Background: an optimization exercise with open tools, aiming at small area. Do not read the settings as production practice. The RTL was checked by simulation tests, not by an equivalence proof against the original design. No activity file was given, so power comes from the tool's default toggle rates.

<file path="flow/config.mk">
export PLATFORM = sky130hd
export DESIGN_NAME = alu_operand_stage
export DESIGN_NICKNAME = alu_operand_stage
export VERILOG_FILES = /design/flow/design.v
export SDC_FILE = /design/flow/constraint.sdc
export NUM_CORES = 4
export LEC_CHECK = 0
export CAP_MARGIN = 20
export CORE_MARGIN = 2
export CORE_UTILIZATION = 40
export SLEW_MARGIN = 20
</file>
<file path="flow/constraint.sdc">
create_clock -name core_clock -period 7.0 [get_ports {clk}]
set_input_delay 1.4000 -clock core_clock [delete_from_list [all_inputs] [get_ports {clk}]]
set_output_delay 1.4000 -clock core_clock [all_outputs]
set_load 0.01 [all_outputs]
</file>
<file path="flow/design.v">
`default_nettype none
module alu_operand_stage #(
   parameter int XLEN  = 32,
   parameter int NREGS = 32
) (
   input  logic            clk,
   input  logic            rst_n,
   input  logic            in_valid,
   output logic            in_ready,
   input  logic [31:0]     instr,
   output logic            out_valid,
   input  logic            out_ready,
   output logic [2:0]      fun3,
   output logic [6:0]      func7,
   output logic [XLEN-1:0] ALUin1,
   output logic [XLEN-1:0] ALUin2,
   output logic [4:0]      rd,
   output logic            illegal,
   input  logic            wb_en,
   input  logic [4:0]      wb_rd,
   input  logic [XLEN-1:0] wb_data
);
   localparam logic [6:0] OPC_OP    = 7'b0110011;
   localparam logic [6:0] OPC_OPIMM = 7'b0010011;
   localparam logic [6:0] F7_BASE   = 7'b0000000;
   localparam logic [6:0] F7_ALT    = 7'b0100000;
   localparam logic [2:0] F3_ADD    = 3'b000;
   localparam logic [2:0] F3_SLL    = 3'b001;
   localparam logic [2:0] F3_SR     = 3'b101;
   logic [XLEN-1:0]  rf_q [NREGS];
   logic [NREGS-1:0] busy_q,    busy_d;
   logic             out_valid_q, out_valid_d;
   logic [2:0]       fun3_q,      fun3_d;
   logic [6:0]       func7_q,     func7_d;
   logic [XLEN-1:0]  alu1_q,      alu1_d;
   logic [XLEN-1:0]  alu2_q,      alu2_d;
   logic [4:0]       rd_q,        rd_d;
   logic             illegal_q,   illegal_d;
   logic [6:0] opc;
   logic [4:0] rd_idx;
   logic [2:0] f3;
   logic [4:0] rs1_idx;
   logic [4:0] rs2_idx;
   logic [6:0] f7;
   assign opc     = instr[6:0];
   assign rd_idx  = instr[11:7];
   assign f3      = instr[14:12];
   assign rs1_idx = instr[19:15];
   assign rs2_idx = instr[24:20];
   assign f7      = instr[31:25];
   logic             wb_act;
   logic [NREGS-1:0] wb_clr_mask;
   assign wb_act = wb_en && (wb_rd != 5'd0);
   always_comb begin
      wb_clr_mask = '0;
      if (wb_act) begin
         wb_clr_mask[wb_rd] = 1'b1;
      end
   end
   logic [XLEN-1:0] rs1_val;
   logic [XLEN-1:0] rs2_val;
   always_comb begin
      rs1_val = '0;
      if (rs1_idx != 5'd0) begin
         rs1_val = rf_q[rs1_idx];
      end
   end
   always_comb begin
      rs2_val = '0;
      if (rs2_idx != 5'd0) begin
         rs2_val = rf_q[rs2_idx];
      end
   end
   logic            dec_legal;
   logic            dec_uses_rs2;
   logic [6:0]      dec_func7;
   logic [XLEN-1:0] dec_op2;
   always_comb begin
      dec_legal    = 1'b0;
      dec_uses_rs2 = 1'b0;
      dec_func7    = F7_BASE;
      dec_op2      = '0;
      if (opc == OPC_OP) begin
         dec_uses_rs2 = 1'b1;
         dec_func7    = f7;
         dec_op2      = rs2_val;
         dec_legal    = (f7 == F7_BASE) ||
                        ((f7 == F7_ALT) && ((f3 == F3_ADD) || (f3 == F3_SR)));
      end else if (opc == OPC_OPIMM) begin
         if ((f3 == F3_SLL) || (f3 == F3_SR)) begin
            dec_func7 = f7;
            dec_op2   = {{(XLEN-5){1'b0}}, instr[24:20]};
            dec_legal = (f7 == F7_BASE) || ((f7 == F7_ALT) && (f3 == F3_SR));
         end else begin
            dec_func7 = F7_BASE;
            dec_op2   = {{(XLEN-12){instr[31]}}, instr[31:20]};
            dec_legal = 1'b1;
         end
      end
   end
   logic [NREGS-1:0] busy_eff;
   logic             hazard;
   always_comb begin
      busy_eff = busy_q;
      busy_eff[0] = 1'b0;
   end
   assign hazard = dec_legal &&
                   (busy_eff[rs1_idx] ||
                    (dec_uses_rs2 && busy_eff[rs2_idx]) ||
                    busy_eff[rd_idx]);
   logic accept;
   assign in_ready = (!out_valid_q || out_ready) && !hazard;
   assign accept   = in_valid && in_ready;
   logic [NREGS-1:0] set_mask;
   always_comb begin
      set_mask = '0;
      if (accept && dec_legal && (rd_idx != 5'd0)) begin
         set_mask[rd_idx] = 1'b1;
      end
      busy_d = (busy_q & ~wb_clr_mask) | set_mask;
   end
   always_comb begin
      out_valid_d = out_valid_q;
      fun3_d      = fun3_q;
      func7_d     = func7_q;
      alu1_d      = alu1_q;
      alu2_d      = alu2_q;
      rd_d        = rd_q;
      illegal_d   = illegal_q;
      if (accept) begin
         out_valid_d = 1'b1;
         fun3_d      = f3;
         illegal_d   = !dec_legal;
         if (dec_legal) begin
            func7_d = dec_func7;
            alu1_d  = rs1_val;
            alu2_d  = dec_op2;
            rd_d    = rd_idx;
         end else begin
            func7_d = F7_BASE;
            alu1_d  = '0;
            alu2_d  = '0;
            rd_d    = 5'd0;
         end
      end else if (out_ready) begin
         out_valid_d = 1'b0;
      end
   end
   always_ff @(posedge clk or negedge rst_n) begin
      if (!rst_n) begin
         out_valid_q <= 1'b0;
         fun3_q      <= '0;
         func7_q     <= '0;
         alu1_q      <= '0;
         alu2_q      <= '0;
         rd_q        <= '0;
         illegal_q   <= 1'b0;
         busy_q      <= '0;
      end else begin
         out_valid_q <= out_valid_d;
         fun3_q      <= fun3_d;
         func7_q     <= func7_d;
         alu1_q      <= alu1_d;
         alu2_q      <= alu2_d;
         rd_q        <= rd_d;
         illegal_q   <= illegal_d;
         busy_q      <= busy_d;
      end
   end
   always_ff @(posedge clk or negedge rst_n) begin
      if (!rst_n) begin
         for (int i = 0; i < NREGS; i++) begin
            rf_q[i] <= '0;
         end
      end else if (wb_act) begin
         rf_q[wb_rd] <= wb_data;
      end
   end
   assign out_valid = out_valid_q;
   assign fun3      = fun3_q;
   assign func7     = func7_q;
   assign ALUin1    = alu1_q;
   assign ALUin2    = alu2_q;
   assign rd        = rd_q;
   assign illegal   = illegal_q;
endmodule
`default_nettype wire
</file>
<file path="flow/run.sh">
#!/bin/bash
# synth_recipe.tcl (not shown) runs the flow's synth.tcl, then flattens the netlist and writes it again
# the make line also repeats each setting of config.mk as NAME=value (left out here)
make -C /OpenROAD-flow-scripts/flow DESIGN_CONFIG=/design/flow/config.mk WORK_HOME=/design/flow/orfs CLKGATE_MAP_FILE= SYNTH_SCRIPT=/design/flow/synth_recipe.tcl finish
</file>
==> impl_metrics.csv, run 1 <==
group,metric,value,unit
run_status,status,"no timing/DRC/antenna violations",
pwr,p_comb_share,12.9,%
clock_network,ctsHoldBuffers,0,
floorplanning,core_area,137000,um2
worst_setup_path,critPathSlowestCell,"clkdlybuf4s50_1",
run,drv_cap,0,
sta,max_slew_margin,12.0,%
synthesis,synthArstFlopShare,100,%
worst_setup_path,crit_type,"in2out",
pwr,power.density,276,nW/um2
sta,rsz0062_at_grt,"false",
worst_setup_path,required,5.60,ns
floorplanning,die_w,376,um
global_route,overflow,0,
worst_hold_path,worstHoldPathType,"reg2reg",
pwr,p_int,12400,uW
clock_network,clock_sinks,1104,
sta,min_period_over_period,87.7,%
final_layout,utilization,46.2,%
clock_network,cts_setup_buffers,0,
floorplanning,pin_count,156,
clock_network,htree_levels,3,
global_route,grt_pass1_wl,385,mm
worst_hold_path,hold_path.startpoint,"alu2_q[20]",
worst_setup_path,reg2reg_depth,8,
route,drt_wl_total,280,mm
route,detail-route-antenna-nets,0,
synthesis,syn_area_per_cell,11.7,um2
worst_hold_path,hold_path_depth,1,
synthesis,ys_seq_area_share,49.9,%
final_layout,fin_nets,4827,
floorplanning,start_util,40.3,%
worst_setup_path,path_buf_inv,2,
global_route,grt_max_degree,159,
placed_design,dpl.hpwl,165,mm
sta,worst_hold_slack,0.489,ns
synthesis,synth_ff_type,"dfrtp_1",
sta,tightest_slew,1.32,ns
synthesis,synth-seq-cells,1104,
pwr,clkPwrFrac,37.7,%
global_route,antenna_found_initial,26,
pwr,seq_power_share,49.4,%
global_route,grtUsageTotal,38.7,%
worst_setup_path,crit_chain,"clkdlybuf4s50_1 -> mux4_1 -> nand3_1 -> o21ai_0 -> a2111oi_0 -> and3_1 -> o21a_1 -> clkdlybuf4s50_1",
placed_design,placed_cells,6415,
floorplanning,die-area,141000,um2
route,viasPerCell,7.45,
route,dr.pass1.iters,10,
worst_setup_path,crit_family,"buffers and inverters",
clock_network,clk_latency,0.78,ns
pwr,sw_frac_of_total,29.2,%
synthesis,synth_area,55400,um2
worst_hold_path,whs_endpoint,"alu2_q[20]",
final_layout,final_layout_size_suffix_gt1_share,31.9,%
sta,fmax,163,MHz
sta,final-max-slew-violation-count,0,
floorplanning,core.rowCount,136,
clock_network,cts_resized,0,
pwr,p_leak,0.0288,uW
synthesis,synth_edf_count,0,
clock_network,cts_tree,"yes",
worst_setup_path,crit_top_cell,"clkdlybuf4s50_1",
worst_setup_path,startpoint_type,"primary input",
global_route,grt_pass1_vias,47400,
worst_setup_path,rr_startpoint,"busy_q[22]",
sta,tns,0,ns
sta,setup_viol,0,
route,routedWlPerCell,42.1,um
route,drc,0,
worst_setup_path,crit_path_max_incr_delay,0.82,ns
clock_network,clockBufferDepth,3,
clock_network,cts_root_buffer,"clkbuf_16",
worst_setup_path,path_max_fanout,13,
synthesis,ys_types,65,
sta,hold_viol_final,0,
worst_setup_path,reg2reg_to,"alu2_q[24]",
worst_setup_path,r2r_slack,3.44,ns
placed_design,gp_congestion,0.999,
worst_setup_path,critPathArrivalTime,4.74,ns
synthesis,yosys_warnings,2,
route,dr.first_iter.drc_count,10500,
sta,min_period,6.14,ns
sta,fin_worst_skew,0.0382,ns
clock_network,clk_pin_slew,0.07,ns
worst_setup_path,end_kind,"primary output",
floorplanning,die_h,376,um
final_layout,area_growth,14.6,%
pwr,ir_drop,227,uV
pwr,power_switching,5100,uW
synthesis,netlist_instances,4741,
clock_network,cts-buffers-inserted,118,
final_layout,fin_cells,6655,
placed_design,portBuffers,155,
route,via_count,49600,
[power groups by stage]
| stage | logic (uW) | clock network, uW | registers (uW) |
|---|---|---|---|
| after global placement | 2120 | 0 | 8630 |
| after global routing | 2360 | 6870 | 8700 |
| after detailed placement | 2190 | 0 | 8650 |
| final | 2250 | 6600 | 8640 |
| after CTS | 2190 | 6610 | 8550 |
| after floorplan | 1460 | 0 | 8210 |
[layout by cell type (no fill, tap or decap), types with 13 or more instances in the layout]
cell / netlist / layout
o31ai_1: 23 / 23
nand2_1: 235 / 219
nor2_4: 0 / 43
and2_2: 0 / 26
inv_1: 18 / 18
a22o_1: 47 / 47
mux2_2: 997 / 997
o2bb2ai_1: 21 / 21
a2111oi_0: 86 / 86
buf_4: 6 / 194
dfrtp_1: 1104 / 1104
and3_1: 240 / 240
a22oi_1: 730 / 730
mux2i_1: 18 / 18
or4_1: 38 / 38
buf_12: 0 / 17
diode_2: 0 / 22
nand4_1: 74 / 74
nor4_1: 40 / 38
nand3_1: 146 / 142
clkbuf_8: 0 / 27
o21ai_0: 62 / 62
nor2_1: 74 / 41
clkdlybuf4s50_1: 0 / 145
clkinv_2: 0 / 14
a32o_1: 31 / 31
and2_1: 43 / 13
a221oi_1: 20 / 20
nand2_2: 1 / 14
clkbuf_1: 314 / 28
clkbuf_16: 0 / 121
a21oi_1: 56 / 56
[synth_stat cells, types with 43 or more instances]
library cell | instances | area share (%)
mux2_2 | 997 | 20
nand3_1 | 146 | 1.3
a22o_1 | 47 | 0.74
nand2_1 | 235 | 1.6
and2_1 | 43 | 0.49
a2111oi_0 | 86 | 1.4
a22oi_1 | 730 | 9.9
buf_2 | 72 | 0.65
a21oi_1 | 56 | 0.51
clkbuf_1 | 314 | 2.1
buf_1 | 76 | 0.51
nand4_1 | 74 | 0.84
and3_1 | 240 | 2.7
dfrtp_1 | 1104 | 50
nor2_1 | 74 | 0.50
o21ai_0 | 62 | 0.56
[cell families (layout without fill, tap and decap cells)]
family                   Yosys count  in the layout  share of synthesized area (%)
other                              0             22                              0
multiplexers                    1031           1031                           21.3
XOR/XNOR                           5              5                         0.0791
flip-flops                      1104           1104                           49.9
AND/OR/NAND/NOR                  968            968                           9.41
adder cells (fa/ha/maj)           10             10                          0.226
buffers and inverters            505            603                           3.88
AO/OA/AOI/OAI                   1118           1118                           15.3
[worst max path at each step]
| stage | startpoint | endpoint | slack, ns | cells past startpoint |
|---|---|---|---|---|
| after CTS | instr[15] | in_ready | 0.84 | 8 |
| after global placement | instr[15] | in_ready | 0.78 | 8 |
| after floorplan | instr[8] | in_ready | 2.46 | 7 |
| after detailed placement | instr[15] | in_ready | 0.86 | 8 |
| after global routing | instr[15] | in_ready | 0.64 | 8 |
| final | instr[15] | in_ready | 0.86 | 8 |
[state kept, by name, summed over array words and instances, names as in the netlist]
name,count
func7_q,7
alu2_q,32
out_valid_q,1
busy_q,31
illegal_q,1
rf_q,992
fun3_q,3
rd_q,5
alu1_q,32
[through the flow]
stage | area [um2] | setup slack, ns | total power (uW)
4_1_cts | 63500 | 0.843 | 17300
2_1_floorplan | 55400 | 2.46 | 9660
5_1_grt | 63500 | 0.643 | 17900
3_3_place_gp | 59400 | 0.776 | 10800
3_5_place_dp | 59400 | 0.861 | 10800
6_report | 63500 | 0.861 | 17500
[final cells by class]
cell class	count	area (um2)
Inverter	18	67.6
Clock buffer	176	3500
Sequential cell	1104	27600
Multi-Input combinational cell	3132	26100
Clock inverter	40	498
Tap cell	1794	2240
Timing Repair Buffer	369	3390
Fill cell	12700	74000
Antenna cell	22	55.1
[metal layers]
metal  track usage, %  vias to the layer above  share of wire, %
met5            0.892                        -              0.12
met4             26.7                       22               8.9
met2             52.2                     4863                39
met1             49.0                    24900                36
li1                 -                    18200                 -
met3             17.5                     1609                15
==> run 2: changes to the inputs <==
==> flow/design.v (replaced) <==
`default_nettype none
module alu_operand_stage (
   input  logic        clk,
   input  logic        rst_n,
   input  logic        in_valid,
   output logic        in_ready,
   input  logic [31:0] instr,
   output logic        out_valid,
   input  logic        out_ready,
   output logic [2:0]  fun3,
   output logic [6:0]  func7,
   output logic [31:0] ALUin1,
   output logic [31:0] ALUin2,
   output logic [4:0]  rd,
   output logic        illegal,
   input  logic        wb_en,
   input  logic [4:0]  wb_rd,
   input  logic [31:0] wb_data
);
   logic [6:0] opc;
   logic [4:0] rd_idx;
   logic [2:0] f3;
   logic [4:0] rs1_idx;
   logic [4:0] rs2_idx;
   logic [6:0] f7;
   assign opc     = instr[6:0];
   assign rd_idx  = instr[11:7];
   assign f3      = instr[14:12];
   assign rs1_idx = instr[19:15];
   assign rs2_idx = instr[24:20];
   assign f7      = instr[31:25];
   logic [31:0] rf_q [32];       
   logic [31:0] wrt_q;           
   logic [31:0] busy_q;
   logic        out_valid_q;
   logic [2:0]  fun3_q;
   logic [6:0]  func7_q;
   logic [31:0] alu1_q;
   logic [31:0] alu2_q;
   logic [4:0]  rd_q;
   logic        illegal_q;
   logic is_op, is_opimm, is_shift, f7_base, f7_alt;
   logic dec_legal, dec_uses_rs2;
   assign is_op    = (opc == 7'b0110011);
   assign is_opimm = (opc == 7'b0010011);
   assign is_shift = (f3[1:0] == 2'b01);           
   assign f7_base  = (f7 == 7'b0000000);
   assign f7_alt   = (f7 == 7'b0100000);
   always_comb begin
      dec_legal = 1'b0;
      if (is_op)
         dec_legal = f7_base || (f7_alt && (f3 == 3'b000 || f3 == 3'b101));
      else if (is_opimm)
         dec_legal = !is_shift || f7_base || (f7_alt && f3[2]);
   end
   assign dec_uses_rs2 = is_op;
   logic hazard, accept, acc_legal;
   assign hazard = dec_legal &&
                   (busy_q[rs1_idx] ||
                    (dec_uses_rs2 && busy_q[rs2_idx]) ||
                    busy_q[rd_idx]);
   assign in_ready  = (!out_valid_q || out_ready) && !hazard;
   assign accept    = in_valid && in_ready;
   assign acc_legal = accept && dec_legal;
   logic [31:0] wb_dec, rd_dec, rs1_dec, rs2_dec;
   always_comb begin
      for (int i = 0; i < 32; i++) begin
         wb_dec[i]  = wb_en && (wb_rd == i[4:0]) && (i != 0);
         rd_dec[i]  = (rd_idx == i[4:0]) && (i != 0);
         rs1_dec[i] = (rs1_idx == i[4:0]) && (i != 0);
         rs2_dec[i] = (rs2_idx == i[4:0]) && (i != 0);
      end
   end
   always_ff @(posedge clk or negedge rst_n) begin
      if (!rst_n) begin
         busy_q <= '0;
         wrt_q  <= '0;
      end else begin
         busy_q <= (busy_q & ~wb_dec) | (rd_dec & {32{acc_legal}});
         wrt_q  <= wrt_q | wb_dec;
      end
   end
   always_ff @(posedge clk) begin
      for (int i = 1; i < 32; i++)
         if (wb_dec[i]) rf_q[i] <= wb_data;
   end
   logic [31:0] sel1, sel2;
   assign sel1 = rs1_dec & wrt_q;
   assign sel2 = rs2_dec & wrt_q;
   logic [31:0] r1, r2;
   always_comb begin
      r1 = '0;
      r2 = '0;
      for (int i = 1; i < 32; i++) begin
         r1 = r1 | (rf_q[i] & {32{sel1[i]}});
         r2 = r2 | (rf_q[i] & {32{sel2[i]}});
      end
   end
   logic [31:0] op2;
   always_comb begin
      if (is_op)           op2 = r2;
      else if (is_shift)   op2 = {27'b0, instr[24:20]};
      else                 op2 = {{20{instr[31]}}, instr[31:20]};
   end
   logic [31:0] rd1, rd2;
   assign rd1 = accept ? (dec_legal ? r1 : 32'b0) : alu1_q;
   assign rd2 = accept ? (dec_legal ? op2 : 32'b0) : alu2_q;
   always_ff @(posedge clk or negedge rst_n) begin
      if (!rst_n) begin
         out_valid_q <= 1'b0;
         fun3_q      <= '0;
         func7_q     <= '0;
         alu1_q      <= '0;
         alu2_q      <= '0;
         rd_q        <= '0;
         illegal_q   <= 1'b0;
      end else begin
         alu1_q <= rd1;
         alu2_q <= rd2;
         if (accept) begin
            out_valid_q <= 1'b1;
            fun3_q      <= f3;
            illegal_q   <= !dec_legal;
            func7_q     <= (dec_legal && (is_op || is_shift)) ? f7 : 7'b0;
            rd_q        <= dec_legal ? rd_idx : 5'd0;
         end else if (out_ready) begin
            out_valid_q <= 1'b0;
         end
      end
   end
   assign out_valid = out_valid_q;
   assign fun3      = fun3_q;
   assign func7     = func7_q;
   assign ALUin1    = alu1_q;
   assign ALUin2    = alu2_q;
   assign rd        = rd_q;
   assign illegal   = illegal_q;
endmodule
`default_nettype wire
==> run 2 against run 1 <==
Effect of this change:
- first-iteration DRC count fell by 0.30%
- synthesized area fell by 14%
- largest power group unchanged
- routed wire length fell by 17%
- combinational power fell by 66%
- still clean on timing, DRC and antenna
- critical path depth fell by 1
- register-to-register slack improved by 0.09 ns
- clock power fell by 2%
- cell area fell by 13%
- count of clock-buffer cells in the layout fell by 19
==> impl_metrics.csv, run 2 <==
group,metric,value,unit
synthesis,yosysTopAreaCell,"edfxtp_1",
worst_setup_path,critPathSlowestCell,"clkdlybuf4s50_1",
clock_network,clock_sinks,1135,
synthesis,syn_area_per_cell,14.7,um2
worst_setup_path,path_max_fanout,12,
synthesis,synth_area,47800,um2
pwr,p_leak,0.0182,uW
clock_network,cts_tree,"yes",
clock_network,cts_setup_buffers,0,
final_layout,area_growth,15.5,%
worst_hold_path,worstHoldPathType,"reg2reg",
global_route,antenna_found_initial,20,
clock_network,htree_levels,3,
clock_network,cts_root_buffer,"clkbuf_16",
floorplanning,start_util,40.4,%
synthesis,synthArstFlopShare,12.6,%
clock_network,cts_resized,0,
clock_network,clockBufferDepth,3,
final_layout,fin_area,55200,um2
synthesis,yosys_warnings,2,
final_layout,multi_input_area,13400,um2
sta,fin_worst_skew,0.0304,ns
sta,worst_hold_slack,0.484,ns
worst_setup_path,critPathArrivalTime,4.71,ns
synthesis,ys_types,49,
final_layout,final_common_cell,"edfxtp_1",
synthesis,yosys-top-cells-count,"edfxtp_1, a22oi_1, a22o_1, clkbuf_1, nand3_1",
worst_setup_path,crit_chain,"clkdlybuf4s50_1 -> nand2b_1 -> o311ai_0 -> or4_4 -> nand3_2 -> a21oi_1 -> clkdlybuf4s50_1",
floorplanning,die-area,122000,um2
route,dr.pass1.iters,11,
run_status,status,"no timing/DRC/antenna violations",
sta,tightest_slew,1.33,ns
route,via_count,39700,
floorplanning,core_area,118000,um2
final_layout,regMostFlops,"rf_q",
route,detail-route-antenna-nets,0,
synthesis,synth-seq-cells,1135,
worst_setup_path,crit_type,"in2out",
route,drc,0,
placed_design,dpl.hpwl,124,mm
sta,rsz0062_at_grt,"false",
final_layout,fin_cells,5016,
final_layout,area.sequential,33400,um2
synthesis,synth_ff_type,"edfxtp_1",
global_route,overflow,0,
sta,min_period_over_period,87.3,%
sta,max_slew_margin,11.2,%
worst_setup_path,end_kind,"primary output",
synthesis,synth_edf_count,992,
final_layout,final_cell_mix,"edfxtp_1, a22oi_1, a22o_1",
clock_network,clk_pin_slew,0.06,ns
final_layout,final_layout_size_suffix_gt1_share,12.8,%
run,drv_cap,0,
final_layout,reg.largest.list,"rf_q x992, alu1_q x32, alu2_q x32",
synthesis,netlist_instances,3250,
floorplanning,die_h,350,um
final_layout,nFillCells,10100,
floorplanning,pin_count,156,
synthesis,synthTopCellsByArea,"edfxtp_1, a22oi_1, dfrtp_1",
pwr,ir_drop,186,uV
placed_design,portBuffers,155,
placed_design,gp_congestion,0.980,
pwr,power.density,270,nW/um2
synthesis,yosysMostFrequentCell,"edfxtp_1",
synthesis,ys_seq_area_share,69.9,%
placed_design,post_dp_cell_area,51200,um2
clock_network,ctsHoldBuffers,0,
worst_setup_path,required,5.60,ns
final_layout,utilization,46.7,%
final_layout,largest_reg_flops,992,
global_route,grtUsageTotal,36.9,%
route,drt_wl_total,232,mm
sta,final-max-slew-violation-count,0,
clock_network,cts-buffers-inserted,115,
floorplanning,core.rowCount,126,
sta,min_period,6.11,ns
worst_setup_path,crit_top_cell,"clkdlybuf4s50_1",
worst_setup_path,startpoint_type,"primary input",
route,dr.first_iter.drc_count,10500,
floorplanning,die_w,350,um
sta,tns,0,ns
global_route,grt_pass1_vias,36700,
synthesis,synth_top_area_share,62.4,%
sta,hold_viol_final,0,
route,routedWlPerCell,46.2,um
global_route,grt_max_degree,62,
route,viasPerCell,7.91,
sta,setup_viol,0,
sta,fmax,164,MHz
worst_setup_path,crit_path_max_incr_delay,0.96,ns
global_route,grt_pass1_wl,309,mm
clock_network,clk_latency,0.74,ns
placed_design,placed_cells,4780,
final_layout,fin_nets,3435,
## run 2: cell count changes after synthesis, sizes merged, moves of 137 or more
| cell | change |
|---|---|
| edfxtp | +992 |
| a22o | +166 |
| and3 | -172 |
| mux2 | -993 |
| nand2 | -153 |
| a22oi | -137 |
| dfrtp | -961 |
## run 2: worst paths after layout
path                              end  depth (start not counted)       start  slack (ns)
max                          in_ready                          7   instr[22]        0.89
min                        func7_q[3]                          1  func7_q[3]        0.48
max reg2reg                 alu2_q[5]                          6    wrt_q[9]        3.53
min reg2reg                func7_q[3]                          1  func7_q[3]        0.48
max in group asynchronous  alu2_q[30]                          2       rst_n        5.19
min in group asynchronous   alu2_q[5]                          1       rst_n        0.57
## run 2: cell type report
type	instances	share of cell area, %
inverters	18	0.125
multi-input cells	1816	24.3
clock inverters	63	1.35
clock buffers	157	5.78
diodes	16	0.0726
flip-flops and latches	1135	60.5
repair buffers	275	4.45
well taps	1536	3.48
## run 2: per-stage QoR
step | worst slack [ns] | total power, uW
finish | 0.887 | 14900
global route | 0.832 | 15100
CTS | 1.08 | 14800
detailed placement | 1.10 | 8470
global placement | 0.928 | 8470
floorplan | 2.47 | 8000
## run 2: power breakdown
group / total (uW) / internal [uW] / leakage (uW) / switching (uW)
Combinational: 766 / 216 / 0.00549 / 550
Clock: 6470 / 3690 / 0.00190 / 2780
Sequential: 7640 / 7490 / 0.0108 / 154
Total: 14900 / 11400 / 0.0182 / 3490
## run 2: routing by layer
metal,GRT usage (%),up-vias,wire [um]
met5,0,-,84
met4,22.5,10,19400
met3,17.5,1364,44000
met2,51.3,5014,92200
met1,46.4,19300,76200
li1,-,14000,-
## run 2: critical path, delay by kind of cell
| kind | cells | cell delay [ns] |
|---|---|---|
| buf+inv | 2 | 1.52 |
| compound gates | 2 | 0.80 |
| simple gates | 3 | 0.96 |
## run 2: cell families after synthesis
| group | after synthesis | synth area share [%] |
|---|---|---|
| buffers and inverters | 299 | 2.58 |
| DFF | 1135 | 69.9 |
| and+or+nand+nor | 673 | 8.13 |
| AOI/OAI and AO/OA | 1110 | 18.2 |
| muxes | 33 | 1.25 |
==> run 3: changes to the inputs <==
--- a/flow/config.mk
+++ b/flow/config.mk
@@ -9,3 +9,5 @@
 export CORE_MARGIN = 2
 export CORE_UTILIZATION = 40
+export CTS_CLUSTER_DIAMETER = 100
+export CTS_CLUSTER_SIZE = 20
 export SLEW_MARGIN = 20
==> run 3 against run 2 <==
Effect of this change:
- critical path depth unchanged
- cell area down 3.5%
- register-to-register slack better by 0.02 ns
- sequential power about the same
- clock skew up 0.0053 ns
- routed wire length down 0.70%
- critical endpoint unchanged
- maximum frequency up 0.29%
- global-route usage down 0.27 points
- largest cell class unchanged
- count of clock-buffer cells in the layout down 44
- cell count down 1.9%
==> impl_metrics.csv, run 3 <==
group,metric,value,unit
worst_setup_path,required,5.60,ns
clock_network,cts_setup_buffers,0,
run,drv_cap,0,
worst_setup_path,path_max_fanout,12,
synthesis,ys_seq_area_share,69.9,%
sta,rsz0062_at_grt,"false",
clock_network,clockBufferDepth,3,
synthesis,yosys-top-cells-count,"edfxtp_1, a22oi_1, a22o_1, clkbuf_1, nand3_1",
final_layout,regMostFlops,"rf_q",
sta,min_period,6.09,ns
clock_network,clk_pin_slew,0.08,ns
synthesis,synthArstFlopShare,12.6,%
sta,tns,0,ns
worst_hold_path,worstHoldPathType,"reg2reg",
clock_network,cts_tree,"yes",
global_route,grt_pass1_vias,36100,
clock_network,clock_sinks,1135,
sta,hold_viol_final,0,
clock_network,cts_resized,0,
floorplanning,start_util,40.4,%
floorplanning,die-area,122000,um2
sta,setup_viol,0,
final_layout,largest_reg_flops,992,
synthesis,yosys_warnings,2,
synthesis,synthTopCellsByArea,"edfxtp_1, a22oi_1, dfrtp_1",
sta,fin_worst_skew,0.0357,ns
floorplanning,core.rowCount,126,
route,detail-route-antenna-nets,0,
sta,final-max-slew-violation-count,0,
clock_network,cts_root_buffer,"clkbuf_16",
synthesis,synth_ff_type,"edfxtp_1",
final_layout,area.sequential,33400,um2
floorplanning,die_h,350,um
route,viasPerCell,7.96,
route,dr.first_iter.drc_count,10100,
floorplanning,core_area,118000,um2
route,dr.pass1.iters,10,
clock_network,ctsHoldBuffers,0,
floorplanning,die_w,350,um
pwr,p_leak,0.0173,uW
final_layout,utilization,45.0,%
clock_network,clk_latency,0.69,ns
worst_setup_path,startpoint_type,"primary input",
global_route,grt_max_degree,62,
final_layout,fin_nets,3389,
synthesis,syn_area_per_cell,14.7,um2
placed_design,gp_congestion,0.980,
placed_design,dpl.hpwl,124,mm
floorplanning,pin_count,156,
global_route,antenna_found_initial,19,
route,drt_wl_total,230,mm
route,via_count,39100,
synthesis,synth_area,47800,um2
final_layout,multi_input_area,13400,um2
sta,min_period_over_period,87.1,%
final_layout,final_cell_mix,"edfxtp_1, a22oi_1, a22o_1",
sta,tightest_slew,1.35,ns
worst_setup_path,critPathArrivalTime,4.69,ns
clock_network,cts-buffers-inserted,67,
worst_setup_path,critPathSlowestCell,"clkdlybuf4s50_1",
worst_setup_path,crit_chain,"clkdlybuf4s50_1 -> nand2b_1 -> o311ai_0 -> or4_4 -> nand3_2 -> a21oi_1 -> clkdlybuf4s50_1",
route,routedWlPerCell,46.8,um
pwr,ir_drop,215,uV
pwr,power.density,236,nW/um2
synthesis,ys_types,49,
synthesis,synth_edf_count,992,
final_layout,final_layout_size_suffix_gt1_share,10.2,%
synthesis,netlist_instances,3250,
global_route,grt_pass1_wl,306,mm
synthesis,yosysTopAreaCell,"edfxtp_1",
placed_design,portBuffers,155,
worst_setup_path,end_kind,"primary output",
synthesis,synth_top_area_share,62.4,%
final_layout,reg.largest.list,"rf_q x992, alu1_q x32, alu2_q x32",
sta,max_slew_margin,9.72,%
final_layout,area_growth,11.4,%
final_layout,nFillCells,10300,
global_route,grtUsageTotal,36.6,%
global_route,overflow,0,
synthesis,synth-seq-cells,1135,
worst_setup_path,crit_path_max_incr_delay,0.97,ns
worst_setup_path,crit_type,"in2out",
run_status,status,"no timing/DRC/antenna violations",
final_layout,final_common_cell,"edfxtp_1",
sta,fmax,164,MHz
clock_network,htree_levels,3,
synthesis,yosysMostFrequentCell,"edfxtp_1",
route,drc,0,
worst_setup_path,crit_top_cell,"clkdlybuf4s50_1",
## run 3: changes by cell type in the layout (fill, tap and decap cells not counted), moves of 2 or more
cell / delta
clkbuf_8: -11
inv_6: +4
clkinv_2: -16
diode_2: -2
clkinv_8: -3
clkbuf_16: -49
clkinvlp_4: -10
clkbuf_1: +16
bufinv_16: -13
and3_4: -2
clkinv_1: -11
and3_2: +2
inv_16: -2
## run 3: where the power goes
| group | switching (uW) | total, uW | internal (uW) |
|---|---|---|---|
| logic | 547 | 763 | 216 |
| registers | 153 | 7630 | 7470 |
| clock network | 2340 | 4200 | 1860 |
## run 3: per-layer routing
metal  part of all wire, %  vias up  track usage, %
li1                      -    13900               -
met2                    40     4927            51.3
met3                    19     1324            17.0
met5                 0.052        -           0.314
met1                    33    19000            46.1
met4                   8.2       14            22.0
## run 3: cell families (layout without fill, tap and decap cells)
logic type	count (synthesis)	after routing	share of synthesized area, %
flip-flops	1135	1135	69.9
AO/OA/AOI/OAI	1110	1110	18.2
AND/OR/NAND/NOR	673	673	8.13
buffers and inverters	299	418	2.58
multiplexers	33	33	1.25
other	0	14	0
## run 3: final timing paths
kind | slack, ns | depth (start not counted) | startpoint | to
setup / recovery | 0.91 | 7 | instr[22] | in_ready
hold / removal | 0.49 | 1 | func7_q[0] | func7_q[0]
setup reg to reg | 3.55 | 6 | wrt_q[9] | alu2_q[5]
hold reg to reg | 0.49 | 1 | func7_q[0] | func7_q[0]
max in group asynchronous | 5.16 | 2 | rst_n | alu1_q[0]
min in group asynchronous | 0.60 | 1 | rst_n | alu2_q[5]
## run 3: cell type report
cell class,count,area share [%]
Multi-Input combinational cell,1816,25.1
Tap cell,1536,3.61
Clock buffer,113,3.51
Clock inverter,10,0.172
Timing Repair Buffer,277,4.70
Antenna cell,14,0.0658
Sequential cell,1135,62.7
Inverter,18,0.132
## run 3: critical path, delay by kind of cell
family          cells  cell delay (ns)
compound gates      2             0.80
buf+inv             2             1.53
simple gates        3             0.94
## run 3: stage by stage
| step | total power, uW | cell area [um2] | setup WS, ns | hold WS, ns | instances |
|---|---|---|---|---|---|
| 6_report | 12600 | 53200 | 0.905 | 0.491 | 4919 |
| 5_1_grt | 12800 | 53200 | 0.825 | 0.504 | 4909 |
| 4_1_cts | 12500 | 53200 | 1.08 | 0.496 | 4903 |
| 3_5_place_dp | 8470 | 51200 | 1.10 | 0.474 | 4780 |
| 3_3_place_gp | 8470 | 51200 | 0.928 | 0.468 | 4780 |
| 2_1_floorplan | 8000 | 47800 | 2.47 | 0.440 | 3250 |
==> run 4: changes to the inputs <==
--- a/flow/design.v
+++ b/flow/design.v
@@ -35,5 +35,5 @@
    logic        out_valid_q;
    logic [2:0]  fun3_q;
-   logic [6:0]  func7_q;
+   logic        f7b5_q;
    logic [31:0] alu1_q;
    logic [31:0] alu2_q;
@@ -88,12 +88,20 @@
    assign sel1 = rs1_dec & wrt_q;
    assign sel2 = rs2_dec & wrt_q;
+   logic [31:0] g1 [11];
+   logic [31:0] g2 [11];
    logic [31:0] r1, r2;
    always_comb begin
-      r1 = '0;
-      r2 = '0;
-      for (int i = 1; i < 32; i++) begin
-         r1 = r1 | (rf_q[i] & {32{sel1[i]}});
-         r2 = r2 | (rf_q[i] & {32{sel2[i]}});
+      for (int k = 0; k < 11; k++) begin
+         g1[k] = '0;
+         g2[k] = '0;
+         for (int j = 0; j < 3; j++) begin
+            if (k*3 + j >= 1 && k*3 + j < 32) begin
+               g1[k] = g1[k] | (rf_q[k*3 + j] & {32{sel1[k*3 + j]}});
+               g2[k] = g2[k] | (rf_q[k*3 + j] & {32{sel2[k*3 + j]}});
+            end
+         end
       end
+      r1 = ((g1[0] | g1[1] | g1[2] | g1[3]) | (g1[4] | g1[5] | g1[6] | g1[7])) | (g1[8] | g1[9] | g1[10]);
+      r2 = ((g2[0] | g2[1] | g2[2] | g2[3]) | (g2[4] | g2[5] | g2[6] | g2[7])) | (g2[8] | g2[9] | g2[10]);
    end
    logic [31:0] op2;
@@ -110,5 +118,5 @@
          out_valid_q <= 1'b0;
          fun3_q      <= '0;
-         func7_q     <= '0;
+         f7b5_q      <= 1'b0;
          alu1_q      <= '0;
          alu2_q      <= '0;
@@ -122,5 +130,5 @@
             fun3_q      <= f3;
             illegal_q   <= !dec_legal;
-            func7_q     <= (dec_legal && (is_op || is_shift)) ? f7 : 7'b0;
+            f7b5_q      <= dec_legal && (is_op || is_shift) && f7[5];
             rd_q        <= dec_legal ? rd_idx : 5'd0;
          end else if (out_ready) begin
@@ -131,5 +139,5 @@
    assign out_valid = out_valid_q;
    assign fun3      = fun3_q;
-   assign func7     = func7_q;
+   assign func7     = {1'b0, f7b5_q, 5'b0};
    assign ALUin1    = alu1_q;
    assign ALUin2    = alu2_q;
==> flow/flow/run.sh (new file) <==
#!/bin/bash
# Layout flow: the standard ORFS flow (standard.sh) with these changes.
#  1. Synthesis maps the logic with an area-oriented ABC script
#     (flow/abc_area_map.script) in place of ORFS's delay-oriented one. The
#     rest of synthesis (synth_recipe.tcl, dfflibmap, flattening, renaming) is
#     unchanged, so the registers are exactly the standard synthesis's.
#  2. Port buffers use the smallest buffer (buf_1).
#  3. CTS clusters up to 25 sinks per leaf buffer and adds no dummy loads.
# Every tool's full output stays in orfs/logs/ (one log per step) and the
# make output in flow_make.log, all inside this work folder.
set -euo pipefail
W=$PWD
rm -rf "$W/orfs_scripts"
cp -r "$FLOW_HOME/scripts" "$W/orfs_scripts"
cp "$W/flow/abc_area_map.script" "$W/orfs_scripts/abc_speed.script"
export SCRIPTS_DIR="$W/orfs_scripts"
export BUFFER_PORTS_ARGS="-buffer_cell sky130_fd_sc_hd__buf_1"
export CTS_ARGS="-sink_clustering_enable -repair_clock_nets -sink_clustering_size 25 -sink_clustering_max_diameter 100 -dont_use_dummy_load"
bash "$W/standard.sh" > "$W/flow_make.log" 2>&1
==> flow/flow/abc_area_map.script (new file) <==
&get -n
&st
&dch
&nf -R 1000 -p
&put
==> flow/standard.sh (new file) <==
#!/bin/bash
# synth_recipe.tcl (not shown) runs the flow's synth.tcl, then flattens the netlist and writes it again
# the make line also repeats each setting of config.mk as NAME=value (left out here)
make -C /OpenROAD-flow-scripts/flow DESIGN_CONFIG=/design/flow/config.mk WORK_HOME=/design/flow/orfs CLKGATE_MAP_FILE= SYNTH_SCRIPT=/design/flow/synth_recipe.tcl "${@:-finish}"
--- a/flow/config.mk
+++ b/flow/config.mk
@@ -9,5 +9,3 @@
 export CORE_MARGIN = 2
 export CORE_UTILIZATION = 40
-export CTS_CLUSTER_DIAMETER = 100
-export CTS_CLUSTER_SIZE = 20
 export SLEW_MARGIN = 20
removed: flow/run.sh
==> run 4 against run 3 <==
Effect of this change:
- still clean on timing, DRC and antenna
- combinational power increased by 2%
- core utilization about the same
- worst hold slack about the same
- cell area decreased by 6.3%
- critical endpoint unchanged
==> impl_metrics.csv, run 4 <==
group,metric,value,unit
global_route,grt_pass1_vias,32800,
sta,final-max-slew-violation-count,0,
synthesis,synthTopCellsByArea,"edfxtp_1, a222oi_1, dfrtp_1",
worst_hold_path,worstHoldPathType,"reg2reg",
route,dr.pass1.iters,13,
sta,fmax,180,MHz
final_layout,regMostFlops,"rf_q",
synthesis,yosysMostFrequentCell,"edfxtp_1",
synthesis,yosys-top-cells-count,"edfxtp_1, a222oi_1, a22oi_1, nand2_1, dfrtp_1",
final_layout,final_layout_size_suffix_gt1_share,8.29,%
clock_network,cts_setup_buffers,0,
floorplanning,die_h,338,um
floorplanning,die-area,115000,um2
synthesis,syn_area_per_cell,16.5,um2
placed_design,portBuffers,149,
run_status,status,"no timing/DRC/antenna violations",
final_layout,utilization,45.0,%
sta,hold_viol_final,0,
final_layout,largest_reg_flops,992,
final_layout,fin_nets,3117,
worst_setup_path,crit_family,"compound AO/OA/AOI/OAI gates",
clock_network,clk_latency,0.72,ns
pwr,p_leak,0.0156,uW
final_layout,area.sequential,33200,um2
worst_setup_path,critPathSlowestCell,"nor2b_1",
final_layout,area_growth,11.5,%
route,detail-route-antenna-nets,0,
final_layout,multi_input_area,11800,um2
route,drc,0,
worst_setup_path,crit_path_max_incr_delay,0.62,ns
route,routedWlPerCell,38.3,um
route,via_count,33800,
synthesis,yosysTopAreaCell,"edfxtp_1",
floorplanning,core_area,111000,um2
global_route,grt_pass1_wl,242,mm
worst_hold_path,hold_path.startpoint,"alu1_q[14]",
clock_network,cts_root_buffer,"clkbuf_16",
global_route,overflow,0,
clock_network,cts_resized,0,
worst_setup_path,path_max_fanout,9,
final_layout,fin_area,49900,um2
sta,fin_worst_skew,0.0995,ns
sta,tightest_slew,1.21,ns
synthesis,yosys_warnings,4,
worst_setup_path,required,5.60,ns
sta,min_period,5.54,ns
route,dr.first_iter.drc_count,10000,
floorplanning,die_w,338,um
clock_network,cts_tree,"yes",
synthesis,synth_top_area_share,66.6,%
clock_network,ctsHoldBuffers,0,
clock_network,clock_sinks,1129,
synthesis,ys_seq_area_share,74.2,%
final_layout,reg.largest.list,"rf_q x992, alu1_q x32, alu2_q x32",
route,viasPerCell,7.46,
worst_hold_path,whs_endpoint,"alu1_q[14]",
sta,rsz0062_at_grt,"false",
sta,min_period_over_period,79.2,%
final_layout,nFillCells,9750,
pwr,ir_drop,216,uV
clock_network,clk_pin_slew,0.10,ns
sta,setup_viol,0,
pwr,power.density,233,nW/um2
synthesis,synth-seq-cells,1129,
worst_setup_path,r2r_slack,3.51,ns
global_route,antenna_found_initial,7,
floorplanning,core.rowCount,122,
worst_setup_path,crit_type,"in2out",
sta,max_slew_margin,19.1,%
final_layout,final_common_cell,"edfxtp_1",
worst_hold_path,hold_path_depth,2,
final_layout,final_cell_mix,"edfxtp_1, a222oi_1, a22oi_1",
placed_design,gp_congestion,0.931,
worst_setup_path,critPathArrivalTime,4.14,ns
worst_setup_path,end_kind,"primary output",
sta,tns,0,ns
worst_setup_path,rr_startpoint,"wrt_q[12]",
route,drt_wl_total,174,mm
clock_network,clockBufferDepth,3,
worst_setup_path,startpoint_type,"primary input",
synthesis,synth_ff_type,"edfxtp_1",
global_route,grt_max_degree,75,
synthesis,netlist_instances,2706,
clock_network,cts-buffers-inserted,52,
synthesis,synth_edf_count,992,
placed_design,post_dp_cell_area,48600,um2
floorplanning,pin_count,156,
placed_design,dpl.hpwl,104,mm
global_route,grtUsageTotal,29.2,%
worst_setup_path,reg2reg_to,"alu2_q[2]",
clock_network,htree_levels,2,
worst_setup_path,crit_chain,"buf_1 -> nor2b_1 -> a22o_1 -> a21oi_1 -> nor3_1 -> nor4_1 -> o311ai_0 -> a21oi_1 -> buf_1",
worst_setup_path,reg2reg_depth,7,
floorplanning,start_util,40.4,%
worst_setup_path,path_buf_inv,2,
run,drv_cap,0,
synthesis,synth_area,44700,um2
synthesis,ys_types,35,
synthesis,synthArstFlopShare,12.1,%
-- run 4: cell count changes in the layout (fill, tap and decap cells not counted), moves of 67 or more --
cell and change:
a221oi_1 -135, a222oi_1 +533, a22o_1 -183, a22oi_1 -441
buf_1 +137, clkdlybuf4s50_1 -154, nand2_1 +67, nand3_1 -113
-- run 4: where the power goes --
part	internal, uW	switching, uW	total, uW
Combinational	203	576	780
Clock	1330	2020	3350
Sequential	7440	71.4	7510
-- run 4: cell families (layout without fill, tap and decap cells) --
kind of cell	count (synthesis)	after routing	share of synthesized area, %
compound gates	924	924	18.1
flops	1129	1129	74.2
mux	3	3	0.0755
other cells	1	8	0.00838
buf+inv	28	358	0.294
simple gates	621	621	7.30
-- run 4: worst max-delay path by stage --
stage / from / end / slack, ns / cells past startpoint
final: instr[20] / in_ready / 1.46 / 9
after global routing: instr[20] / in_ready / 1.24 / 9
after CTS: instr[20] / in_ready / 1.45 / 9
after detailed placement: instr[20] / alu2_q[2] / 1.45 / 10
after global placement: instr[20] / alu2_q[2] / 1.41 / 10
after floorplan: instr[20] / busy_q[30] / 1.23 / 11
-- run 4: cell type report --
type,count,area share (%)
flip-flops and latches,1129,66.6
multi-input cells,1554,23.7
well taps,1488,3.73
repair buffers,285,3.20
clock buffers,52,2.61
inverters,21,0.158
diodes,2,0.0100
-- run 4: metal layers --
layer  vias up  wire length, um  share of wire (%)  GRT usage [%]
li1      13200                -                  -              -
met1     16800            60800                 35           38.8
met2      3315            76700                 44           44.3
met3       496            25200                 15           6.47
met4         8            10800                6.2           16.6
met5         -              224               0.13           1.04
-- run 4: worst min-delay path, delay by kind of cell, from the launching register on --
| family | cells | cell delay (ns) |
|---|---|---|
| AOI/OAI and AO/OA | 1 | 0.06 |
| DFF | 1 | 0.35 |
| and+or+nand+nor | 1 | 0.05 |
-- run 4: per-stage QoR --
step	worst slack, ns	cells	total power (uW)	hold WS (ns)
after floorplan	1.23	2711	7930	0.440
after global routing	1.24	4529	11900	0.508
after CTS	1.45	4529	11600	0.491
final	1.46	4531	11600	0.491
after detailed placement	1.45	4477	8410	0.468
after global placement	1.41	4477	8390	0.458
==> run 5: changes to the inputs <==
--- a/flow/design.v
+++ b/flow/design.v
@@ -85,10 +85,26 @@
          if (wb_dec[i]) rf_q[i] <= wb_data;
    end
-   logic [31:0] sel1, sel2;
-   assign sel1 = rs1_dec & wrt_q;
-   assign sel2 = rs2_dec & wrt_q;
+   logic [31:0] td1 [33];
+   logic [31:0] td2 [33];
+   logic [32:0] ts1, ts2;
+   always_comb begin
+      for (int i = 0; i < 32; i++) begin
+         td1[i] = rf_q[i];
+         td2[i] = rf_q[i];
+         ts1[i] = (i != 0) && rs1_dec[i] && wrt_q[i] && acc_legal;
+         ts2[i] = (i != 0) && rs2_dec[i] && wrt_q[i] && acc_legal && is_op;
+      end
+      td1[0] = alu1_q;
+      td2[0] = alu2_q;
+      ts1[0] = !accept;
+      ts2[0] = !accept;
+      td1[32] = '0;
+      ts1[32] = 1'b0;
+      td2[32] = is_shift ? {27'b0, instr[24:20]} : {{20{instr[31]}}, instr[31:20]};
+      ts2[32] = acc_legal && is_opimm;
+   end
    logic [31:0] g1 [11];
    logic [31:0] g2 [11];
-   logic [31:0] r1, r2;
+   logic [31:0] rd1, rd2;
    always_comb begin
       for (int k = 0; k < 11; k++) begin
@@ -96,22 +112,11 @@
          g2[k] = '0;
          for (int j = 0; j < 3; j++) begin
-            if (k*3 + j >= 1 && k*3 + j < 32) begin
-               g1[k] = g1[k] | (rf_q[k*3 + j] & {32{sel1[k*3 + j]}});
-               g2[k] = g2[k] | (rf_q[k*3 + j] & {32{sel2[k*3 + j]}});
-            end
+            g1[k] = g1[k] | (td1[k*3 + j] & {32{ts1[k*3 + j]}});
+            g2[k] = g2[k] | (td2[k*3 + j] & {32{ts2[k*3 + j]}});
          end
       end
-      r1 = ((g1[0] | g1[1] | g1[2] | g1[3]) | (g1[4] | g1[5] | g1[6] | g1[7])) | (g1[8] | g1[9] | g1[10]);
-      r2 = ((g2[0] | g2[1] | g2[2] | g2[3]) | (g2[4] | g2[5] | g2[6] | g2[7])) | (g2[8] | g2[9] | g2[10]);
+      rd1 = ((g1[0] | g1[1] | g1[2] | g1[3]) | (g1[4] | g1[5] | g1[6] | g1[7])) | (g1[8] | g1[9] | g1[10]);
+      rd2 = ((g2[0] | g2[1] | g2[2] | g2[3]) | (g2[4] | g2[5] | g2[6] | g2[7])) | (g2[8] | g2[9] | g2[10]);
    end
-   logic [31:0] op2;
-   always_comb begin
-      if (is_op)           op2 = r2;
-      else if (is_shift)   op2 = {27'b0, instr[24:20]};
-      else                 op2 = {{20{instr[31]}}, instr[31:20]};
-   end
-   logic [31:0] rd1, rd2;
-   assign rd1 = accept ? (dec_legal ? r1 : 32'b0) : alu1_q;
-   assign rd2 = accept ? (dec_legal ? op2 : 32'b0) : alu2_q;
    always_ff @(posedge clk or negedge rst_n) begin
       if (!rst_n) begin
==> flow/flow/abc_area_map.script (replaced) <==
&get -n
&st
&dch
&nf -R 1000 -p -C 32
&put
==> run 5 against run 4 <==
Effect of this change:
- via count is 0.33% lower
- highest routed layer unchanged
- critical path depth is 5 higher
- critical endpoint is now alu1_q[1]
- cell count is 3.0% lower
- register-to-register slack worse by 1.5 ns
- still clean on timing, DRC and antenna
==> impl_metrics.csv, run 5 <==
group,metric,value,unit
run,drv_cap,0,
worst_setup_path,required,7.56,ns
clock_network,cts_tree,"yes",
clock_network,clk_pin_slew,0.10,ns
synthesis,yosys-top-cells-count,"edfxtp_1, a222oi_1, nand4_1, dfrtp_1, nor2_1",
pwr,ir_drop,196,uV
synthesis,synth_edf_count,992,
worst_setup_path,reg2reg_to,"alu1_q[1]",
synthesis,synthArstFlopShare,12.1,%
placed_design,portBuffers,149,
worst_hold_path,worstHoldPathType,"reg2reg",
sta,tightest_slew,1.29,ns
pwr,p_leak,0.0153,uW
worst_setup_path,critPathSlowestCell,"and3_2",
sta,fmax,168,MHz
clock_network,ctsHoldBuffers,0,
global_route,antenna_found_initial,13,
route,drc,0,
clock_network,clk_latency,0.68,ns
clock_network,cts_setup_buffers,0,
pwr,sw_frac_of_total,21.1,%
worst_setup_path,critPathArrivalTime,6.50,ns
final_layout,final_layout_size_suffix_gt1_share,9.75,%
route,viasPerCell,7.67,
sta,setup_viol,0,
worst_setup_path,startpoint_type,"primary input",
pwr,power_switching,2360,uW
placed_design,place_ws,0.709,ns
pwr,p_int,8810,uW
final_layout,fin_area,49600,um2
sta,rsz0062_at_grt,"false",
floorplanning,core_area,110000,um2
placed_design,gp_congestion,0.929,
synthesis,synth_area,44300,um2
final_layout,final_cell_mix,"edfxtp_1, a222oi_1, nand4_1",
route,dr.pass1.iters,13,
global_route,grtUsageTotal,29.6,%
clock_network,clockBufferDepth,3,
synthesis,syn_area_per_cell,17.2,um2
floorplanning,core.rowCount,122,
global_route,grt_pass1_wl,240,mm
clock_network,htree_levels,2,
sta,worst_hold_slack,0.494,ns
route,detail-route-antenna-nets,0,
floorplanning,start_util,40.2,%
worst_setup_path,crit_top_cell,"nand4_1",
worst_setup_path,r2r_slack,2.00,ns
worst_setup_path,endpoint,"alu1_q[1]",
sta,min_period,5.94,ns
clock_network,cts_resized,0,
synthesis,yosys_warnings,6,
worst_setup_path,path_max_fanout,32,
placed_design,dpl.hpwl,100,mm
sta,final-max-slew-violation-count,0,
global_route,grt_max_degree,138,
synthesis,yosysMostFrequentCell,"edfxtp_1",
final_layout,final_common_cell,"edfxtp_1",
sta,worst_slack,1.06,ns
clock_network,cts-buffers-inserted,51,
route,routedWlPerCell,39.5,um
synthesis,ys_seq_area_share,75.0,%
synthesis,ys_types,38,
worst_setup_path,crit_family,"simple AND/OR/NAND/NOR gates",
final_layout,largest_reg_flops,992,
worst_setup_path,reg2reg_depth,12,
pwr,clkPwrFrac,29.7,%
sta,fin_worst_skew,0.0714,ns
floorplanning,die_h,337,um
worst_setup_path,crit_path_start,"instr[20]",
sta,tns,0,ns
route,dr.first_iter.drc_count,9993,
synthesis,synth-seq-cells,1129,
synthesis,synthTopCellsByArea,"edfxtp_1, a222oi_1, dfrtp_1",
global_route,overflow,0,
pwr,power,11200,uW
worst_setup_path,crit_type,"in2reg",
pwr,power.density,225,nW/um2
final_layout,reg.largest.list,"rf_q x992, alu1_q x32, alu2_q x32",
floorplanning,pin_count,156,
worst_setup_path,end_kind,"flop",
global_route,grt_pass1_vias,32400,
route,via_count,33700,
pwr,p_comb_share,3.1,%
sta,hold_viol_final,0,
placed_design,post_dp_cell_area,48300,um2
synthesis,synth_top_area_share,67.2,%
worst_setup_path,crit_chain,"buf_1 -> and2_0 -> a22o_1 -> a221oi_1 -> o22ai_1 -> nor4_1 -> o311ai_0 -> a21oi_1 -> and3_1 -> and3_2 -> a222oi_1 -> nand4_1 -> nor2_1 -> nand4_1",
final_layout,regMostFlops,"rf_q",
floorplanning,die-area,113000,um2
pwr,seq_power_share,67.2,%
clock_network,cts_root_buffer,"clkbuf_16",
worst_setup_path,crit_path_max_incr_delay,1.11,ns
synthesis,netlist_instances,2576,
synthesis,yosysTopAreaCell,"edfxtp_1",
final_layout,area_growth,11.9,%
synthesis,synth_ff_type,"edfxtp_1",
worst_setup_path,path_buf_inv,1,
sta,max_slew_margin,14.0,%
run_status,status,"no timing/DRC/antenna violations",
worst_setup_path,rr_startpoint,"busy_q[6]",
worst_setup_path,crit_cells,14,
floorplanning,die_w,337,um
route,drt_wl_total,173,mm
final_layout,fin_nets,2979,
clock_network,clock_sinks,1129,
sta,min_period_over_period,84.9,%
[run 5: changes by cell type in the layout (fill, tap and decap cells not counted), sizes merged, moves of 11 or more]
cell / change
a22oi: -99
nand2: -78
a222oi: +76
nand4: +75
o21ai: -69
nor3: +37
and3: -35
nand3: -25
a22o: -21
a221oi: +20
nor4bb: -16
nand3b: +14
inv: +12
clkinv: -11
[run 5: per-stage QoR]
stage	utilization, %	instances
3_3_place_gp	43.7	4334
5_1_grt	45.0	4391
3_5_place_dp	43.8	4340
4_1_cts	45.0	4391
6_report	45.0	4393
2_1_floorplan	-	2581
[run 5: kinds of logic (layout without fill, tap and decap cells)]
family | Yosys count | count (layout) | share of synthesized area, %
AO/OA/AOI/OAI | 826 | 826 | 17.4
buffers and inverters | 29 | 351 | 0.305
flip-flops | 1129 | 1129 | 75.0
multiplexers | 4 | 4 | 0.127
other | 1 | 8 | 0.00847
AND/OR/NAND/NOR | 587 | 587 | 7.13
[run 5: area by class of cell]
class | instances | area, um2
flip-flops and latches | 1129 | 33200
repair buffers | 278 | 1650
multi-input cells | 1423 | 11500
well taps | 1488 | 1860
diodes | 2 | 5.00
fillers | 9539 | 60600
clock buffers | 51 | 1280
inverters | 22 | 82.6
[run 5: worst min path at each step]
| stage | start | end | slack (ns) | cells after the start |
|---|---|---|---|---|
| final | rd_q[4] | rd_q[4] | 0.49 | 2 |
| after global routing | rf_q[31][26] | alu2_q[26] | 0.51 | 2 |
| after CTS | rf_q[31][26] | alu2_q[26] | 0.48 | 2 |
| after detailed placement | rd_q[4] | rd_q[4] | 0.47 | 2 |
| after global placement | rd_q[4] | rd_q[4] | 0.46 | 2 |
| after floorplan | wrt_q[5] | wrt_q[5] | 0.45 | 1 |
[run 5: worst register-to-register path, delay by kind of cell, from the launching register on]
| family | cells | cell delay (ns) |
|---|---|---|
| AOI/OAI and AO/OA | 6 | 1.74 |
| and+or+nand+nor | 6 | 2.64 |
| DFF | 1 | 0.51 |
[run 5: power groups by stage]
stage / Sequential (uW) / Clock, uW / Combinational [uW]
after detailed placement: 7660 / 0 / 337
final: 7510 / 3320 / 347
after global routing: 7520 / 3550 / 366
after global placement: 7650 / 0 / 321
after CTS: 7510 / 3320 / 337
after floorplan: 7630 / 0 / 105
[run 5: routing by layer]
layer | GRT usage, % | wire length, um
met5 | 0 | 113
met2 | 45.5 | 77800
met1 | 39.2 | 60800
met3 | 9.76 | 28400
met4 | 10.6 | 6300
==> run 6: changes to the inputs <==
==> flow/flow/run.sh (replaced) <==
#!/bin/bash
# Layout flow: the standard ORFS flow (standard.sh) with two changes.
#  1. Synthesis maps the logic with an area-oriented ABC script
#     (flow/abc_area_map.script) in place of ORFS's delay-oriented one. The
#     rest of synthesis (synth_recipe.tcl, dfflibmap, flattening, renaming) is
#     unchanged, so the registers are exactly the standard synthesis's.
#  2. Port buffers use the smallest buffer (buf_1).
# Every tool's full output stays in orfs/logs/ (one log per step) and the
# make output in flow_make.log, all inside this work folder.
set -euo pipefail
W=$PWD
rm -rf "$W/orfs_scripts"
cp -r "$FLOW_HOME/scripts" "$W/orfs_scripts"
cp "$W/flow/abc_area_map.script" "$W/orfs_scripts/abc_speed.script"
export SCRIPTS_DIR="$W/orfs_scripts"
export BUFFER_PORTS_ARGS="-buffer_cell sky130_fd_sc_hd__buf_1"
bash "$W/standard.sh" > "$W/flow_make.log" 2>&1
==> flow/flow/abc_area_map.script (replaced) <==
&get -n
&st
&dch
&nf -R 1000 -p
&put
--- a/flow/config.mk
+++ b/flow/config.mk
@@ -9,3 +9,5 @@
 export CORE_MARGIN = 2
 export CORE_UTILIZATION = 40
+export CTS_CLUSTER_DIAMETER = 100
+export CTS_CLUSTER_SIZE = 20
 export SLEW_MARGIN = 20
==> run 6 against run 5 <==
Effect of this change:
- non-clock buffer count rose by 26
- clock skew fell by 0.036 ns
- cell area rose by 2.5%
- sequential share of layout area fell by 1.6 points
- routed wire length rose by 3.9%
- first-iteration DRC count rose by 6.3%
- via count rose by 1.9%
- worst setup slack improved by 0.050 ns
- clock power rose by 23%
- register-to-register slack improved by 0.18 ns
- critical path depth rose by 4
- combinational power rose by 3%
- highest routed layer unchanged
==> impl_metrics.csv, run 6 <==
group,metric,value,unit
run_status,status,"no timing/DRC/antenna violations",
worst_hold_path,hold_path.startpoint,"rd_q[4]",
final_layout,reg.largest.list,"rf_q x992, alu1_q x32, alu2_q x32",
synthesis,ys_seq_area_share,75.0,%
global_route,antenna_found_initial,10,
final_layout,final_common_cell,"edfxtp_1",
placed_design,gp_congestion,0.996,
placed_design,portBuffers,149,
global_route,grtUsageTotal,30.9,%
clock_network,htree_levels,3,
sta,fmax,170,MHz
worst_setup_path,crit_type,"in2reg",
clock_network,cts_root_buffer,"clkbuf_16",
global_route,grt_max_degree,57,
floorplanning,pin_count,156,
route,drc,0,
final_layout,nFillCells,9464,
final_layout,final_layout_size_suffix_gt1_share,11.0,%
clock_network,clock_sinks,1129,
clock_network,ctsHoldBuffers,0,
sta,min_period_over_period,84.1,%
final_layout,fin_area,50800,um2
floorplanning,core.rowCount,122,
synthesis,yosys_warnings,6,
synthesis,synth_area,44300,um2
clock_network,clk_latency,0.66,ns
floorplanning,die_h,337,um
worst_hold_path,worstHoldPathType,"reg2reg",
route,dr.pass1.iters,14,
sta,tightest_slew,1.22,ns
worst_setup_path,reg2reg_depth,15,
clock_network,cts-buffers-inserted,67,
worst_setup_path,startpoint_type,"primary input",
clock_network,cts_tree,"yes",
route,via_count,34300,
synthesis,synth_top_area_share,67.3,%
worst_setup_path,required,7.53,ns
pwr,power.density,235,nW/um2
final_layout,area_growth,14.7,%
sta,worst_hold_slack,0.493,ns
worst_setup_path,end_kind,"flop",
route,routedWlPerCell,40.1,um
clock_network,clockBufferDepth,3,
final_layout,fin_nets,3027,
synthesis,ys_types,36,
worst_setup_path,reg2reg_to,"alu2_q[10]",
sta,hold_viol_final,0,
sta,setup_viol,0,
clock_network,cts_setup_buffers,0,
final_layout,regMostFlops,"rf_q",
sta,min_period,5.89,ns
sta,rsz0062_at_grt,"false",
pwr,ir_drop,157,uV
sta,final-max-slew-violation-count,0,
worst_hold_path,hold_path_depth,2,
route,viasPerCell,7.63,
final_layout,final_cell_mix,"edfxtp_1, a222oi_1, nand4_1",
global_route,grt_pass1_vias,33000,
synthesis,yosysTopAreaCell,"edfxtp_1",
worst_setup_path,rr_startpoint,"busy_q[10]",
route,dr.first_iter.drc_count,10600,
synthesis,yosys-top-cells-count,"edfxtp_1, a222oi_1, nand4_1, dfrtp_1, nor2_1",
synthesis,netlist_instances,2582,
floorplanning,start_util,40.2,%
clock_network,cts_resized,0,
clock_network,clk_pin_slew,0.08,ns
synthesis,syn_area_per_cell,17.2,um2
worst_setup_path,critPathArrivalTime,6.42,ns
placed_design,post_dp_cell_area,48800,um2
global_route,overflow,0,
synthesis,synthTopCellsByArea,"edfxtp_1, a222oi_1, dfrtp_1",
run,drv_cap,0,
sta,tns,0,ns
synthesis,synth-seq-cells,1129,
synthesis,synthArstFlopShare,12.1,%
route,detail-route-antenna-nets,0,
floorplanning,core_area,110000,um2
synthesis,synth_ff_type,"edfxtp_1",
worst_hold_path,whs_endpoint,"rd_q[4]",
worst_setup_path,path_max_fanout,42,
global_route,grt_pass1_wl,248,mm
floorplanning,die_w,337,um
final_layout,largest_reg_flops,992,
placed_design,dpl.hpwl,105,mm
floorplanning,die-area,113000,um2
sta,fin_worst_skew,0.0353,ns
worst_setup_path,r2r_slack,2.18,ns
route,drt_wl_total,180,mm
sta,max_slew_margin,18.7,%
synthesis,synth_edf_count,992,
pwr,p_leak,0.0164,uW
synthesis,yosysMostFrequentCell,"edfxtp_1",
## run 6: cell types whose count changed after synthesis, sizes merged, moves of 2 or more
cell / delta
nor2: -2
a22oi: +6
nand2: +12
nor4: -3
and3: -2
nand3: -6
o211ai: +2
a222oi: -2
## run 6: final cells by class
type / count / area [um2] / area share, %
sequential: 1129 / 33200 / 65.4
multi-input combinational: 1428 / 11700 / 23.0
timing repair buffer: 304 / 1980 / 3.90
tap: 1488 / 1860 / 3.66
clock buffer: 112 / 1850 / 3.63
clock inverter: 9 / 105 / 0.207
inverter: 23 / 86.3 / 0.170
antenna: 6 / 15.0 / 0.0296
## run 6: logic make-up (layout without fill, tap and decap cells)
family          after synthesis  after routing  share of synthesized area (%)
compound gates              829            829                           17.5
buf+inv                      30            448                          0.314
flops                      1129           1129                           75.0
mux                           3              3                         0.0763
other cells                   1             12                        0.00847
simple gates                590            590                           7.14
## run 6: report_power, final
group	internal, uW	switching [uW]
sequential	7440	74.2
combinational	76.3	283
clock	1840	2240
## run 6: routing by layer
layer / wire length, um / GRT usage (%) / vias to the layer above
met1: 61600 / 40.3 / 17100
met4: 9280 / 15.0 / 8
met5: 49 / 0 / -
met2: 80000 / 46.7 / 3528
met3: 29300 / 9.87 / 603
li1: - / - / 13100
## run 6: per-stage QoR
stage / setup WS (ns) / total power, uW / instances / util, %
floorplan: 0.128 / 7740 / 2587 / -
global route: 0.940 / 12200 / 4497 / 46.1
CTS: 1.41 / 11900 / 4492 / 46.1
global placement: 0.719 / 7980 / 4371 / 44.3
detailed placement: 0.733 / 8000 / 4371 / 44.3
finish: 1.11 / 12000 / 4499 / 46.1
## run 6: how the worst max path moves through the flow
stage / start / end / slack [ns] / cells past startpoint
3_3_place_gp: instr[20] / alu2_q[10] / 0.72 / 17
2_1_floorplan: instr[20] / alu1_q[0] / 0.13 / 15
5_1_grt: instr[20] / alu2_q[9] / 0.94 / 17
3_5_place_dp: instr[20] / alu2_q[10] / 0.73 / 17
4_1_cts: instr[21] / alu2_q[9] / 1.41 / 18
6_report: instr[21] / alu2_q[9] / 1.11 / 18
## run 6: critical path: stages
cell	delay (ns)
buf_1	0.38
nor2b_1	0.56
a22o_1	0.25
a221oi_1	0.06
o22ai_1	0.19
a211oi_1	0.07
a21oi_1	0.18
a21oi_1	0.09
a21oi_1	0.18
a21oi_1	0.10
nand2_4	0.10
or2_4	0.44
buf_12	0.43
nor3_4	0.07
buf_4	0.39
a222oi_1	0.57
nand4_1	0.48
or3_1	0.45

## static timing again, ports no longer ideal
Ports are ideal in the flow. The routed layouts listed here were re-timed in OpenROAD. Step 1 assumes that a clkbuf_16 drives the clock port and a buf_2 every other input. Step 2 times the ports against the registers' clock, not the clock port: input delays grow and output delays shrink by t, the midpoint of the rising clock arrivals with the driver on. Three values: ideal ports, drivers, drivers and shift; two values: the first two.
| run | t (ns) | setup WS [ns] | clock arrival spread, ns |
|---|---|---|---|
| run 1 | 0.852 | 0.861 / 0.837 / 0.832 | 0.040 / 0.040 |
| run 2 | 0.810 | 0.887 / 0.857 / 0.857 | 0.037 / 0.037 |
| run 3 | 0.753 | 0.905 / 0.875 / 0.875 | 0.036 / 0.036 |
| run 4 | 0.729 | 1.457 / 1.428 / 1.270 | 0.138 / 0.138 |
| run 5 | 0.718 | 1.060 / 1.105 / 0.388 | 0.071 / 0.071 |
| run 6 | 0.718 | 1.110 / 1.153 / 0.436 | 0.036 / 0.035 |
After both steps setup and hold are still met in every run listed. The setup slack of run 6, which loses most, moves by +0.043 ns with the drivers and by -0.674 ns with both steps.
